This is an optimization exercise on Yosys and OpenROAD, whose aim is small area and a short achievable clock period, not a production implementation.
The RTL was checked by simulation tests, not by an equivalence proof against the original design.
Power and IR drop assume default switching activity.

run 1:
## rv_core
module rv_core #(
  parameter logic [31:0] RESET_PC = '0,
  parameter int          NUM_REGS = 32
) (
  input  logic        clk,
  input  logic        rst,
  input  logic [31:0] i_insn,
  output logic [31:0] o_pc,
  output logic        o_halt,
  output logic        o_wb_en,
  output logic [4:0]  o_wb_rd,
  output logic [31:0] o_wb_data
);
Size: roughly 4400 cells after synthesis, ~1100 flip-flops, about 53000 µm² of cells after synthesis.
export LEC_CHECK = 0
export CAP_MARGIN = 20
export CORE_MARGIN = 2
export CORE_UTILIZATION = 45
export CTS_BUF_LIST = sky130_fd_sc_hd__clkbuf_8
export SETUP_SLACK_MARGIN = 2.5
export SLEW_MARGIN = 20
export SYNTH_HIERARCHICAL = 1
create_clock -name core_clock -period 11.0 [get_ports {clk}]
standard.sh (not shown) runs the stock make flow with config.mk's settings and CLKGATE_MAP_FILE= SYNTH_SCRIPT=/design/flow/synth_recipe.tcl, a recipe that flattens the netlist after the stock synthesis.
==> flow/flow/run.sh <==
#!/bin/bash
# The standard layout, with two changes: the port buffers are buf_4 cells
# (instead of the delay-buffer cell buffer_ports picks by default), and
# repair may swap a cell for one of another footprint.
set -euo pipefail
bash standard.sh 'BUFFER_PORTS_ARGS=-buffer_cell sky130_fd_sc_hd__buf_4' MATCH_CELL_FOOTPRINT=0 finish > standard.log 2>&1
Inputs modified between run 1 and run 2:
--- a/flow/config.mk
+++ b/flow/config.mk
@@ -7,8 +7,10 @@
 export LEC_CHECK = 0
-export CAP_MARGIN = 20
+export CAP_MARGIN = 10
 export CORE_MARGIN = 2
 export CORE_UTILIZATION = 45
-export CTS_BUF_LIST = sky130_fd_sc_hd__clkbuf_8
-export SETUP_SLACK_MARGIN = 2.5
-export SLEW_MARGIN = 20
+export CTS_BUF_LIST = sky130_fd_sc_hd__clkbuf_16
+export CTS_CLUSTER_DIAMETER = 100
+export CTS_CLUSTER_SIZE = 20
+export SETUP_SLACK_MARGIN = 2.2
+export SLEW_MARGIN = 10
 export SYNTH_HIERARCHICAL = 1
Findings:
Run 2 ran to completion and came out clean on the timing, design-rule and antenna checks.
Compared run 2 against run 1; combinational share of power within noise.
Global-route wire length before repair in run 2 is 18000 µm below run 1.
met3 layer wire length in the routed design down about 15% in run 2 wrt run 1
The worst hold path depth of run 2 is lower than that of run 1.
Run 2 vs run 1 — utilization after layout dropped 2.6 points.
On number of antenna cells inserted, the lower figure sits with run 2, not run 1.
Compared with run 1, run 2 shows a count of non-CTS buffers in the layout that is about 24% lower.
Where final critical-path required period is concerned, run 1 is better than run 2.
Input-level comparison between run 3 and run 2:
--- a/flow/config.mk
+++ b/flow/config.mk
@@ -9,3 +9,3 @@
 export CORE_MARGIN = 2
-export CORE_UTILIZATION = 45
+export CORE_UTILIZATION = 62
 export CTS_BUF_LIST = sky130_fd_sc_hd__clkbuf_16
@@ -13,3 +13,4 @@
 export CTS_CLUSTER_SIZE = 20
-export SETUP_SLACK_MARGIN = 2.2
+export PLACE_DENSITY = 0.75
+export SETUP_SLACK_MARGIN = 2.4
 export SLEW_MARGIN = 10
--- outcome ---
- Changes observed in run 3 relative to run 2: total power has decreased; number of cells on the worst reg-to-reg path -13%.
- Compared with run 2, run 3 shows a lower minimum clock period.
- Delta (run 3 minus run 2): proportion of layout cells with a drive suffix above 1 increased by 1.2 points relative to the old numbers; cell area after placement decreased by about 0.6% relative to the old numbers; combinational fraction of design power increased by 0.2 points relative to the old numbers; internal reg-to-reg setup slack decreased by 0.11 ns relative to the old numbers; wire length reported by the detailed router decreased by 1.6% relative to the old numbers.
- Relative area change from synthesis to final layout: run 3 vs run 2, no meaningful difference
- Relative to run 2, the power share of the clock group of run 3 is lower by 0.7 points.
- Run 3: multi-input combinational cell area about 1.7% above run 2
Changes in run 4 relative to run 3:
--- a/flow/config.mk
+++ b/flow/config.mk
@@ -9,3 +9,3 @@
 export CORE_MARGIN = 2
-export CORE_UTILIZATION = 62
+export CORE_UTILIZATION = 45
 export CTS_BUF_LIST = sky130_fd_sc_hd__clkbuf_16
@@ -13,3 +13,2 @@
 export CTS_CLUSTER_SIZE = 20
-export PLACE_DENSITY = 0.75
 export SETUP_SLACK_MARGIN = 2.4
[summary]
- Between run 3 and run 4, the flow reports finished layout cell area increasing by a few percent.
- Diff run 3 -> run 4 | final cell count without fillers | up by a little under 10%
- Final critical path time including I/O delays and setup delta (run 4 -> run 3): insignificant
- Run 4 vs. run 3: switching power went up by 0.000031 W.
- Topmost layer with routed signal wires = met5: run 4; topmost layer with routed signal wires = met4: run 3

== run A ==
Starting RTL as in the previous note.
clock: 11.0 ns
lec_check: 0
cap_margin: 10
core_margin: 2
core_utilization: 55
cts_buf_list: sky130_fd_sc_hd__clkbuf_16
cts_cluster_diameter: 100
cts_cluster_size: 20
place_density: 0.7
setup_slack_margin: 2.4
slew_margin: 10
synth_hierarchical: 1
Scripts as last shown in full above: flow/flow/run.sh
#### Input delta (run B over run A)
Settings: a change of SETUP_SLACK_MARGIN from 2.4 to 2.2; a change of CORE_UTILIZATION from 55 to 62; a change of PLACE_DENSITY from 0.7 to 0.75.
Findings:
- Going from run A to run B, detailed-route via count went down 1.6%, total number of multi-input combinational cells held, routed wire length went down 13000 microns, highest clock rate went down 2.1%.
- In the metrics for run B and run A, the one carrying the higher count of antenna diodes in the layout is run B.
- Looking at area of the multi-input gates, run B sits 770 sq um lower than run A does.
- Worst-path cell with the longest stage delay: sky130_fd_sc_hd__a222oi_1 -> run A, sky130_fd_sc_hd__a22oi_2 -> run B
- Run A reports its highest signal layer in the routed design as met4 while run B reports met5.
What run C does differently from run B at the input level:
Settings: swapping 2.2 for 2.0 in SETUP_SLACK_MARGIN; swapping 62 for 55 in CORE_UTILIZATION; swapping 0.75 for 0.7 in PLACE_DENSITY.
Notes after the runs:
- Re synthesized cell count: no difference whatsoever between run B and run C.
- Comparing final hold slack for run B and run C, the smaller number came from run B.
- NOTE: total routed wirelength in run C exceeds that of run B
- When the final numbers for run B and run C were put side by side, the final design utilization turned out to be greater in run B.
- For cell area, run C and run B come out practically identical.
- According to the power report, total power for run C is lower than for run B.

## afterwards: timing with drivers on the ports
The results above use ideal ports. As a check the final layouts listed here were re-extracted and re-timed, cells and wires unchanged.
Step 1, drivers: a clkbuf_16 drives clk and a buf_2 each remaining input, both assumed.
Step 2 also shifts input and output timing later by t, the mid clock arrival at the registers, as if the neighbouring blocks saw the same clock.
Three values: no drivers, after step 1, after step 2; two values: the first two.
| run | shift t [ns] | setup WS [ns] | worst slew at a driven data input, ns |
|---|---|---|---|
| run 1 | 0.958 | 2.492 / 2.428 / 2.428 | 0.14 |
| run 2 | 0.774 | 2.138 / 2.107 / 2.107 | 0.09 |
| run 3 | 0.750 | 2.337 / 2.304 / 2.304 | 0.06 |
| run 4 | 0.787 | 2.335 / 2.303 / 2.303 | 0.06 |
| run A | 0.754 | 2.278 / 2.251 / 2.251 | 0.04 |
| run B | 0.764 | 2.094 / 2.066 / 2.066 | 0.04 |
| run C | 0.742 | 1.930 / 1.906 / 1.906 | 0.04 |
After both steps setup and hold are still met in every run listed. For run 1, which loses most, drivers alone change the setup slack by -0.064 ns; drivers and shift together by -0.064 ns.
